Context: an optimization exercise on an open-source flow, tuned for small area and a short achievable clock period. The choices shown serve that exercise and are no tape-out recipe.
The RTL was checked by simulation tests, not by an equivalence proof against the original design.
Power and IR drop assume default switching activity.

==> trial 49: inputs <==
==> flow/design.v <==
package rpn_pkg;
   localparam int DW_DEF      = 16;
   localparam int CNT_W_DEF   = 10;
   localparam int PROG_AW_DEF = 8;
   typedef enum logic [1:0] {
      KIND_PUSH = 2'b00,
      KIND_OP   = 2'b01,
      KIND_END  = 2'b10,
      KIND_NOP  = 2'b11
   } kind_t;
endpackage
module rpn_prog_mem #(
   parameter int W = 17
) (
   input  logic         step,
   input  logic         wr,
   input  logic [7:0]   waddr,
   input  logic [W-1:0] wdata,
   input  logic [7:0]   a8,
   input  logic [7:0]   b8,
   input  logic [3:0]   q4,
   input  logic         rd0,
   output logic [W-1:0] rdata
);
   logic [W-1:0] mem [256];
   logic [15:0]  plo_n, phi_n;  
   logic [W-1:0] pd;
   logic [W-1:0] view [256];    
   logic [W-1:0] cl [4][8];     
   logic [W-1:0] qs [4];        
   logic [W-1:0] qw [4];        
   logic [W-1:0] st2;
   always_ff @(posedge step) begin
      for (int i = 0; i < 16; i++) begin
         plo_n[i] <= !(wr && waddr[3:0] == 4'(i));
         phi_n[i] <= !(waddr[7:4] == 4'(i));
      end
      pd <= wdata;
   end
   for (genvar w = 0; w < 256; w++) begin : g_word
      always_ff @(posedge step) begin
         if (!(plo_n[w % 16] || phi_n[w / 16])) mem[w] <= pd;
      end
      if (w < 2) begin : g_fwd
         assign view[w] = (!(plo_n[w % 16] || phi_n[w / 16])) ? pd : mem[w];
      end else begin : g_nofwd
         assign view[w] = mem[w];
      end
   end
   for (genvar q = 0; q < 4; q++) begin : g_q
      for (genvar k = 0; k < W; k++) begin : g_k
         logic [2:0] z;
         for (genvar c = 0; c < 8; c++) begin : g_c
            logic [2:0] y;
            rpn_sel3_n u_y0 (.s(a8[2:0]), .d0(view[q*64 + c*8 + 0][k]),
                             .d1(view[q*64 + c*8 + 1][k]), .d2(view[q*64 + c*8 + 2][k]),
                             .y_n(y[0]));
            rpn_sel3_n u_y1 (.s(a8[5:3]), .d0(view[q*64 + c*8 + 3][k]),
                             .d1(view[q*64 + c*8 + 4][k]), .d2(view[q*64 + c*8 + 5][k]),
                             .y_n(y[1]));
            assign y[2] = ~((a8[6] & view[q*64 + c*8 + 6][k]) |
                            (a8[7] & view[q*64 + c*8 + 7][k]));
            assign cl[q][c][k] = ~&y;
         end
         rpn_sel3_n u_z0 (.s(b8[2:0]), .d0(cl[q][0][k]), .d1(cl[q][1][k]), .d2(cl[q][2][k]),
                          .y_n(z[0]));
         rpn_sel3_n u_z1 (.s(b8[5:3]), .d0(cl[q][3][k]), .d1(cl[q][4][k]), .d2(cl[q][5][k]),
                          .y_n(z[1]));
         assign z[2] = ~((b8[6] & cl[q][6][k]) | (b8[7] & cl[q][7][k]));
         assign qs[q][k] = ~&z;
      end
   end
   always_comb begin
      st2 = '0;
      for (int q = 0; q < 4; q++) st2 = st2 | ({W{q4[q]}} & qw[q]);
   end
   always_ff @(posedge step) begin
      for (int q = 0; q < 4; q++) qw[q] <= qs[q];
   end
   assign rdata = rd0 ? view[0] : st2;
endmodule
module rpn_sel3_n (
   input  logic [2:0] s,
   input  logic       d0,
   input  logic       d1,
   input  logic       d2,
   output logic       y_n
);
   assign y_n = ~((s[0] & d0) | (s[1] & d1) | (s[2] & d2));
endmodule
module rpn_sequencer (
   input  logic        step,
   input  logic        nrst,
   input  logic        start,
   input  logic        prog_wr,
   input  logic [7:0]  prog_addr,
   input  logic [17:0] prog_data,
   output logic        busy,
   output logic        done,
   output logic        err,
   output logic [15:0] result,
   output logic        calc_nrst,
   output logic        calc_push,
   output logic [15:0] calc_d,
   output logic [1:0]  calc_op,
   input  logic [9:0]  calc_cnt,
   input  logic [15:0] calc_out,
   output logic [15:0] icount
);
   logic st_clr, st_run, st_done, st_err, busy_q;
   logic run_push, run_op1, run_op0;
   logic [7:0]  a8, b8;      
   logic [3:0]  h4, q4;      
   logic [16:0] fi;          
   logic [8:0]  ic;          
   logic [16:0] rdata;
   logic [16:0] wenc;
   wire [1:0] w_kind = prog_data[17:16];
   always_comb begin
      case (w_kind)
         rpn_pkg::KIND_PUSH: wenc = {1'b1, prog_data[15:0]};
         rpn_pkg::KIND_OP:   wenc = {1'b0, 14'd0, prog_data[1:0]};
         rpn_pkg::KIND_END:  wenc = {1'b0, 13'd0, 1'b1, 2'b00};
         default:            wenc = '0;
      endcase
   end
   rpn_prog_mem #(.W(17)) u_prog_mem (
      .step  (step),
      .wr    (prog_wr && !busy_q),
      .waddr (prog_addr),
      .wdata (wenc),
      .a8    (a8),
      .b8    (b8),
      .q4    (q4),
      .rd0   (st_clr),
      .rdata (rdata)
   );
   wire f_push = fi[16];
   wire f_op1  = !fi[16] && fi[1];       
   wire f_op0  = !fi[16] && fi[0];
   wire f_end  = !fi[16] && fi[2];
   wire full   = &calc_cnt;
   wire ge2    = |calc_cnt[9:1];
   wire fail   = (f_push && full) || (f_op1 && !ge2);
   wire issue  = st_run && !f_end && !fail;
   wire last   = &ic[7:0];
   wire restart = start && !busy_q;
   wire run_nx = st_clr || (issue && !last);
   always_ff @(posedge step) begin
      if (!nrst) begin
         st_clr   <= 1'b0;
         st_run   <= 1'b0;
         busy_q   <= 1'b0;
         st_done  <= 1'b0;
         st_err   <= 1'b0;
         run_push <= 1'b0;
         run_op1  <= 1'b0;
         run_op0  <= 1'b0;
      end else begin
         st_clr   <= restart;
         st_run   <= run_nx;
         busy_q   <= restart || run_nx;
         run_push <= run_nx && rdata[16];
         run_op1  <= run_nx && !rdata[16] && rdata[1];
         run_op0  <= run_nx && !rdata[16] && rdata[0];
         st_done  <= !restart && (st_done || (st_run && f_end));
         st_err   <= !restart && (st_err || (st_run && fail) || (issue && last));
      end
   end
   always_ff @(posedge step) begin
      if (!nrst || restart) ic <= '0;
      else if (issue)       ic <= ic + 9'd1;
   end
   always_ff @(posedge step) begin
      if (!nrst)                 result <= '0;
      else if (st_run && f_end)  result <= calc_out;
   end
   always_ff @(posedge step) begin
      if (restart) begin
         a8 <= 8'd2;
         b8 <= 8'd1;
         h4 <= 4'd1;
      end else begin
         a8 <= {a8[6:0], a8[7]};
         if (a8[7])          b8 <= {b8[6:0], b8[7]};
         if (a8[7] && b8[7]) h4 <= {h4[2:0], h4[3]};
      end
      q4 <= h4;
      fi <= rdata;
   end
   assign busy      = busy_q;
   assign done      = st_done;
   assign err       = st_err;
   assign calc_nrst = nrst && !st_clr;
   rpn_ge2_gate u_op1_gate (.cnt(calc_cnt[9:1]), .en(run_op1), .x(1'b0),
                            .y(calc_op[1]));
   rpn_ge2_gate u_op0_gate (.cnt(calc_cnt[9:1]), .en(run_op0), .x(!fi[1]),
                            .y(calc_op[0]));
   assign icount    = {7'd0, ic};
   rpn_full_gate u_push_gate (.cnt(calc_cnt), .en(run_push), .d(1'b1), .y(calc_push));
   for (genvar i = 0; i < 16; i++) begin : g_d
      rpn_full_gate u_d_gate (.cnt(calc_cnt), .en(run_push), .d(fi[i]), .y(calc_d[i]));
   end
endmodule
module rpn_full_gate (
   input  logic [9:0] cnt,
   input  logic       en,
   input  logic       d,
   output logic       y
);
   assign y = en && d && !(&cnt);
endmodule
module rpn_ge2_gate (
   input  logic [8:0] cnt,
   input  logic       en,
   input  logic       x,
   output logic       y
);
   assign y = en && (x || (|cnt));
endmodule
==> flow/flow/run.sh <==
#!/bin/bash
# Layout flow: the standard flow (standard.sh: ORFS synthesis through
# finish, unchanged), except that clock tree synthesis is run without dummy
# loads. Each tool's output goes to its own log in this folder, and ORFS
# keeps its per-step logs under orfs/logs/.
set -euo pipefail
export CTS_ARGS="-sink_clustering_enable -repair_clock_nets -sink_clustering_size 30 -sink_clustering_max_diameter 60 -buf_list sky130_fd_sc_hd__clkbuf_16 -dont_use_dummy_load"
bash standard.sh > standard_flow.log 2>&1
==> flow/standard.sh <==
#!/bin/bash
# synth_recipe.tcl (not shown) runs the flow's synth.tcl, then flattens the netlist and writes it again
# the make line also repeats each setting of config.mk as NAME=value (left out here)
make -C /OpenROAD-flow-scripts/flow DESIGN_CONFIG=/design/flow/config.mk WORK_HOME=/design/flow/orfs CLKGATE_MAP_FILE= SYNTH_SCRIPT=/design/flow/synth_recipe.tcl "${@:-finish}"
==> flow/config.mk <==
export PLATFORM = sky130hd
export DESIGN_NAME = rpn_sequencer
export DESIGN_NICKNAME = rpn_sequencer
export VERILOG_FILES = /design/flow/design.v
export SDC_FILE = /design/flow/constraint.sdc
export NUM_CORES = 4
export LEC_CHECK = 0
export CAP_MARGIN = 10
export CORE_MARGIN = 2
export CORE_UTILIZATION = 62
export CTS_BUF_LIST = sky130_fd_sc_hd__clkbuf_16
export CTS_CLUSTER_DIAMETER = 60
export CTS_CLUSTER_SIZE = 30
export SETUP_SLACK_MARGIN = 3.6
export SLEW_MARGIN = 10
export SYNTH_HIERARCHICAL = 1
export SYNTH_MEMORY_MAX_BITS = 8192
export SYNTH_MINIMUM_KEEP_SIZE = 0
export TNS_END_PERCENT = 30
==> flow/constraint.sdc <==
create_clock -name core_clock -period 7.0 [get_ports {step}]
set_input_delay 1.4000 -clock core_clock [delete_from_list [all_inputs] [get_ports {step}]]
set_output_delay 1.4000 -clock core_clock [all_outputs]
set_load 0.01 [all_outputs]
==> build 24: changes against trial 49 <==
==> flow/design.v, changed modules only <==
module rpn_prog_mem #(
   parameter int W = 17
) (
   input  logic         step,
   input  logic         wr,
   input  logic [7:0]   waddr,
   input  logic [W-1:0] wdata,
   input  logic [7:0]   a8,
   input  logic [7:0]   b8,
   input  logic [3:0]   q4,
   input  logic         rd0,
   output logic [W-1:0] rdata
);
   logic [W-1:0] mem [256];
   logic         pw;            
   logic [7:0]   pa;
   logic [W-1:0] pd;
   logic [W-1:0] view [256];    
   logic [W-1:0] cl [4][8];     
   logic [W-1:0] qs [4];        
   logic [W-1:0] qw [4];        
   logic [W-1:0] st2;
   always_ff @(posedge step) begin
      pw <= wr;
      pa <= waddr;
      pd <= wdata;
   end
   for (genvar w = 0; w < 256; w++) begin : g_word
      always_ff @(posedge step) begin
         if (pw && pa == 8'(w)) mem[w] <= pd;
      end
      if (w < 2) begin : g_fwd
         assign view[w] = (pw && pa == 8'(w)) ? pd : mem[w];
      end else begin : g_nofwd
         assign view[w] = mem[w];
      end
   end
   always_comb begin
      for (int q = 0; q < 4; q++) begin
         qs[q] = '0;
         for (int c = 0; c < 8; c++) begin
            cl[q][c] = '0;
            for (int i = 0; i < 8; i++) cl[q][c] = cl[q][c] | ({W{a8[i]}} & view[q*64 + c*8 + i]);
            qs[q] = qs[q] | ({W{b8[c]}} & cl[q][c]);
         end
      end
      st2 = '0;
      for (int q = 0; q < 4; q++) st2 = st2 | ({W{q4[q]}} & qw[q]);
   end
   always_ff @(posedge step) begin
      for (int q = 0; q < 4; q++) qw[q] <= qs[q];
   end
   assign rdata = rd0 ? view[0] : st2;
endmodule
module rpn_sequencer (
   input  logic        step,
   input  logic        nrst,
   input  logic        start,
   input  logic        prog_wr,
   input  logic [7:0]  prog_addr,
   input  logic [17:0] prog_data,
   output logic        busy,
   output logic        done,
   output logic        err,
   output logic [15:0] result,
   output logic        calc_nrst,
   output logic        calc_push,
   output logic [15:0] calc_d,
   output logic [1:0]  calc_op,
   input  logic [9:0]  calc_cnt,
   input  logic [15:0] calc_out,
   output logic [15:0] icount
);
   logic st_clr, st_run, st_done, st_err, busy_q;
   logic [7:0]  a8, b8;      
   logic [3:0]  h4, q4;      
   logic [16:0] fi;          
   logic [8:0]  ic;          
   logic [16:0] rdata;
   logic [16:0] wenc;
   wire [1:0] w_kind = prog_data[17:16];
   always_comb begin
      case (w_kind)
         rpn_pkg::KIND_PUSH: wenc = {1'b1, prog_data[15:0]};
         rpn_pkg::KIND_OP:   wenc = {1'b0, 14'd0, prog_data[1:0]};
         rpn_pkg::KIND_END:  wenc = {1'b0, 13'd0, 1'b1, 2'b00};
         default:            wenc = '0;
      endcase
   end
   rpn_prog_mem #(.W(17)) u_prog_mem (
      .step  (step),
      .wr    (prog_wr && !busy_q),
      .waddr (prog_addr),
      .wdata (wenc),
      .a8    (a8),
      .b8    (b8),
      .q4    (q4),
      .rd0   (st_clr),
      .rdata (rdata)
   );
   wire f_push = fi[16];
   wire f_op1  = !fi[16] && fi[1];       
   wire f_op0  = !fi[16] && fi[0];
   wire f_end  = !fi[16] && fi[2];
   wire full   = &calc_cnt;
   wire ge2    = |calc_cnt[9:1];
   wire fail   = (f_push && full) || (f_op1 && !ge2);
   wire issue  = st_run && !f_end && !fail;
   wire last   = &ic[7:0];
   wire restart = start && !busy_q;
   always_ff @(posedge step) begin
      if (!nrst) begin
         st_clr  <= 1'b0;
         st_run  <= 1'b0;
         busy_q  <= 1'b0;
         st_done <= 1'b0;
         st_err  <= 1'b0;
      end else begin
         st_clr  <= restart;
         st_run  <= st_clr || (issue && !last);
         busy_q  <= restart || st_clr || (issue && !last);
         st_done <= !restart && (st_done || (st_run && f_end));
         st_err  <= !restart && (st_err || (st_run && fail) || (issue && last));
      end
   end
   always_ff @(posedge step) begin
      if (!nrst || restart) ic <= '0;
      else if (issue)       ic <= ic + 9'd1;
   end
   always_ff @(posedge step) begin
      if (!nrst)                 result <= '0;
      else if (st_run && f_end)  result <= calc_out;
   end
   always_ff @(posedge step) begin
      if (restart) begin
         a8 <= 8'd2;
         b8 <= 8'd1;
         h4 <= 4'd1;
      end else begin
         a8 <= {a8[6:0], a8[7]};
         if (a8[7])          b8 <= {b8[6:0], b8[7]};
         if (a8[7] && b8[7]) h4 <= {h4[2:0], h4[3]};
      end
      q4 <= h4;
      fi <= rdata;
   end
   assign busy      = busy_q;
   assign done      = st_done;
   assign err       = st_err;
   assign calc_nrst = nrst && !st_clr;
   rpn_ge2_gate u_op1_gate (.cnt(calc_cnt[9:1]), .en(st_run && f_op1), .x(1'b0),
                            .y(calc_op[1]));
   rpn_ge2_gate u_op0_gate (.cnt(calc_cnt[9:1]), .en(st_run && f_op0), .x(!fi[1]),
                            .y(calc_op[0]));
   assign icount    = {7'd0, ic};
   wire push_en = st_run && f_push;
   rpn_full_gate u_push_gate (.cnt(calc_cnt), .en(push_en), .d(1'b1), .y(calc_push));
   for (genvar i = 0; i < 16; i++) begin : g_d
      rpn_full_gate u_d_gate (.cnt(calc_cnt), .en(push_en), .d(fi[i]), .y(calc_d[i]));
   end
endmodule
// module rpn_sel3_n removed
==> flow/run.sh (new file) <==
#!/bin/bash
# synth_recipe.tcl (not shown) runs the flow's synth.tcl, then flattens the netlist and writes it again
# the make line also repeats each setting of config.mk as NAME=value (left out here)
make -C /OpenROAD-flow-scripts/flow DESIGN_CONFIG=/design/flow/config.mk WORK_HOME=/design/flow/orfs CLKGATE_MAP_FILE= SYNTH_SCRIPT=/design/flow/synth_recipe.tcl finish
CAP_MARGIN = 20   (was 10)
CORE_UTILIZATION = 55   (was 62)
SETUP_SLACK_MARGIN = 3.3   (was 3.6)
SLEW_MARGIN = 20   (was 10)
TNS_END_PERCENT = 20   (was 30)
removed: flow/flow/run.sh
removed: flow/standard.sh
==> build 17: changes against trial 49 <==
==> flow/design.v, changed modules only <==
module rpn_prog_mem #(
   parameter int W = 17
) (
   input  logic         step,
   input  logic         wr,
   input  logic [7:0]   waddr,
   input  logic [W-1:0] wdata,
   input  logic [7:0]   a8,
   input  logic [7:0]   b8,
   input  logic [3:0]   q4,
   input  logic         rd0,
   output logic [W-1:0] rdata
);
   logic [W-1:0] mem [256];
   logic         pw;            
   logic [7:0]   pa;
   logic [W-1:0] pd;
   logic [W-1:0] view [256];    
   logic [W-1:0] cl [4][8];     
   logic [W-1:0] qs [4];        
   logic [W-1:0] qw [4];        
   logic [W-1:0] st2;
   always_ff @(posedge step) begin
      pw <= wr;
      pa <= waddr;
      pd <= wdata;
   end
   for (genvar w = 0; w < 256; w++) begin : g_word
      always_ff @(posedge step) begin
         if (pw && pa == 8'(w)) mem[w] <= pd;
      end
      if (w < 2) begin : g_fwd
         assign view[w] = (pw && pa == 8'(w)) ? pd : mem[w];
      end else begin : g_nofwd
         assign view[w] = mem[w];
      end
   end
   always_comb begin
      for (int q = 0; q < 4; q++) begin
         qs[q] = '0;
         for (int c = 0; c < 8; c++) begin
            cl[q][c] = '0;
            for (int i = 0; i < 8; i++) cl[q][c] = cl[q][c] | ({W{a8[i]}} & view[q*64 + c*8 + i]);
            qs[q] = qs[q] | ({W{b8[c]}} & cl[q][c]);
         end
      end
      st2 = '0;
      for (int q = 0; q < 4; q++) st2 = st2 | ({W{q4[q]}} & qw[q]);
   end
   always_ff @(posedge step) begin
      for (int q = 0; q < 4; q++) qw[q] <= qs[q];
   end
   assign rdata = rd0 ? view[0] : st2;
endmodule
module rpn_sequencer (
   input  logic        step,
   input  logic        nrst,
   input  logic        start,
   input  logic        prog_wr,
   input  logic [7:0]  prog_addr,
   input  logic [17:0] prog_data,
   output logic        busy,
   output logic        done,
   output logic        err,
   output logic [15:0] result,
   output logic        calc_nrst,
   output logic        calc_push,
   output logic [15:0] calc_d,
   output logic [1:0]  calc_op,
   input  logic [9:0]  calc_cnt,
   input  logic [15:0] calc_out,
   output logic [15:0] icount
);
   logic st_clr, st_run, st_done, st_err, busy_q;
   logic [7:0]  a8, b8;      
   logic [3:0]  h4, q4;      
   logic [16:0] fi;          
   logic [8:0]  ic;          
   logic [16:0] rdata;
   logic [16:0] wenc;
   wire [1:0] w_kind = prog_data[17:16];
   always_comb begin
      case (w_kind)
         rpn_pkg::KIND_PUSH: wenc = {1'b1, prog_data[15:0]};
         rpn_pkg::KIND_OP:   wenc = {1'b0, 14'd0, prog_data[1:0]};
         rpn_pkg::KIND_END:  wenc = {1'b0, 13'd0, 1'b1, 2'b00};
         default:            wenc = '0;
      endcase
   end
   rpn_prog_mem #(.W(17)) u_prog_mem (
      .step  (step),
      .wr    (prog_wr && !busy_q),
      .waddr (prog_addr),
      .wdata (wenc),
      .a8    (a8),
      .b8    (b8),
      .q4    (q4),
      .rd0   (st_clr),
      .rdata (rdata)
   );
   wire f_push = fi[16];
   wire f_op1  = !fi[16] && fi[1];       
   wire f_op0  = !fi[16] && fi[0];
   wire f_end  = !fi[16] && fi[2];
   wire full   = &calc_cnt;
   wire ge2    = |calc_cnt[9:1];
   wire fail   = (f_push && full) || (f_op1 && !ge2);
   wire issue  = st_run && !f_end && !fail;
   wire last   = &ic[7:0];
   wire restart = start && !busy_q;
   always_ff @(posedge step) begin
      if (!nrst) begin
         st_clr  <= 1'b0;
         st_run  <= 1'b0;
         busy_q  <= 1'b0;
         st_done <= 1'b0;
         st_err  <= 1'b0;
      end else begin
         st_clr  <= restart;
         st_run  <= st_clr || (issue && !last);
         busy_q  <= restart || st_clr || (issue && !last);
         st_done <= !restart && (st_done || (st_run && f_end));
         st_err  <= !restart && (st_err || (st_run && fail) || (issue && last));
      end
   end
   always_ff @(posedge step) begin
      if (!nrst || restart) ic <= '0;
      else if (issue)       ic <= ic + 9'd1;
   end
   always_ff @(posedge step) begin
      if (!nrst)                 result <= '0;
      else if (st_run && f_end)  result <= calc_out;
   end
   always_ff @(posedge step) begin
      if (restart) begin
         a8 <= 8'd2;
         b8 <= 8'd1;
         h4 <= 4'd1;
      end else begin
         a8 <= {a8[6:0], a8[7]};
         if (a8[7])          b8 <= {b8[6:0], b8[7]};
         if (a8[7] && b8[7]) h4 <= {h4[2:0], h4[3]};
      end
      q4 <= h4;
      fi <= rdata;
   end
   assign busy      = busy_q;
   assign done      = st_done;
   assign err       = st_err;
   assign calc_nrst = nrst && !st_clr;
   rpn_ge2_gate u_op1_gate (.cnt(calc_cnt[9:1]), .en(st_run && f_op1), .x(1'b0),
                            .y(calc_op[1]));
   rpn_ge2_gate u_op0_gate (.cnt(calc_cnt[9:1]), .en(st_run && f_op0), .x(!fi[1]),
                            .y(calc_op[0]));
   assign icount    = {7'd0, ic};
   wire push_en = st_run && f_push;
   rpn_full_gate u_push_gate (.cnt(calc_cnt), .en(push_en), .d(1'b1), .y(calc_push));
   for (genvar i = 0; i < 16; i++) begin : g_d
      rpn_full_gate u_d_gate (.cnt(calc_cnt), .en(push_en), .d(fi[i]), .y(calc_d[i]));
   end
endmodule
// module rpn_sel3_n removed
CAP_MARGIN = 20   (was 10)
CORE_UTILIZATION = 55   (was 62)
SETUP_SLACK_MARGIN = 3.3   (was 3.6)
SLEW_MARGIN = 20   (was 10)
TNS_END_PERCENT = 20   (was 30)
==> comparison table <==
item                                                                      build 17                  build 24                trial 49
Run status                                                          finished clean            finished clean          finished clean
Worst vdd ir                                                              0.222 mV                  0.230 mV                0.306 mV
FF-to-FF setup slack                                                       3.29 ns                   3.24 ns                 3.43 ns
Sequential cell area fraction in the yosys report                            82.5%                     82.5%                   84.1%
Hold_sp                                                         h4[1]$_SDFFE_PP0P_        h4[3]$_SDFFE_PP0P_      h4[0]$_SDFFE_PP1P_
Final Net Count                                                               8957                      8956                    8694
Reg2Reg Launch Point                                      u_prog_mem.pa[1]$_DFF_P_  u_prog_mem.pa[1]$_DFF_P_        a8[5]$_SDFF_PP0_
Met3 layer usage reported by global route                                    5.10%                     4.93%                   5.61%
Count of unique library cells instantiated by Yosys                             53                        53                      59
Minimum clock period                                                       3.87 ns                   3.76 ns                 3.57 ns
Netlist area before placement                                           162000 µm²                162000 µm²              160000 µm²
Leakage power total                                                        49.2 nW                   50.4 nW                 53.6 nW
Worst-case setup margin in the final layout                                3.13 ns                   3.24 ns                 3.43 ns
Via count of the first global-routing pass                                   85200                     85300                   84300
NonClk Buf Share                                                             2.04%                     2.02%                   3.14%
Path type of the worst setup path                        input port to output port    flip-flop to flip-flop  flip-flop to flip-flop
Share of cell area taken by flip-flops and latches                           76.2%                     75.1%                   77.0%
Amount of wire on met2 after detailed routing                            215000 µm                 216000 µm               216000 µm
Overall via count from detail_route                                          90200                     91000                   90000
Proportion of synthesized area in mux cells                                 0.174%                    0.174%                  0.482%
Slew Limit Headroom                                                          19.1%                     17.5%                   10.9%
Comb power frac                                                               6.1%                      5.8%                    7.4%
Clock transition at the registers of the reported paths                    0.06 ns                   0.10 ns                 0.09 ns
Critical path arrival                                                      2.47 ns                   4.43 ns                 4.32 ns

[afterwards: timing with drivers on the ports]
No port has a modelled driver above. Below, the same layouts with a new extraction and two added sets of constraints.
Step 1, drivers: a clkbuf_16 drives step and a buf_2 each remaining input, both assumed.
Step 2 times the ports against the registers' clock, not the clock port: input delays grow and output delays shrink by t, the midpoint of the rising clock arrivals with the driver on.
Three values: ideal ports, drivers, drivers and shift; two values: the first two.
| run | t, ns | setup WS [ns] | worst setup path at the end | slew at the worst register clock pin (ns) | worst data-port slew with drivers (ns) |
|---|---|---|---|---|---|
| trial 49 | 0.981 | 3.428 / 3.135 / 3.135 | input to output | 0.11 / 0.11 | 0.36 |
| build 24 | 1.075 | 3.243 / 3.191 / 3.191 | input to output | 0.12 / 0.12 | 0.19 |
| build 17 | 1.034 | 3.125 / 3.055 / 3.055 | input to output | 0.12 / 0.12 | 0.19 |
After both steps setup and hold are still met in every run listed. The setup slack of trial 49, which loses most, moves by -0.293 ns with the drivers and by -0.293 ns with both steps.
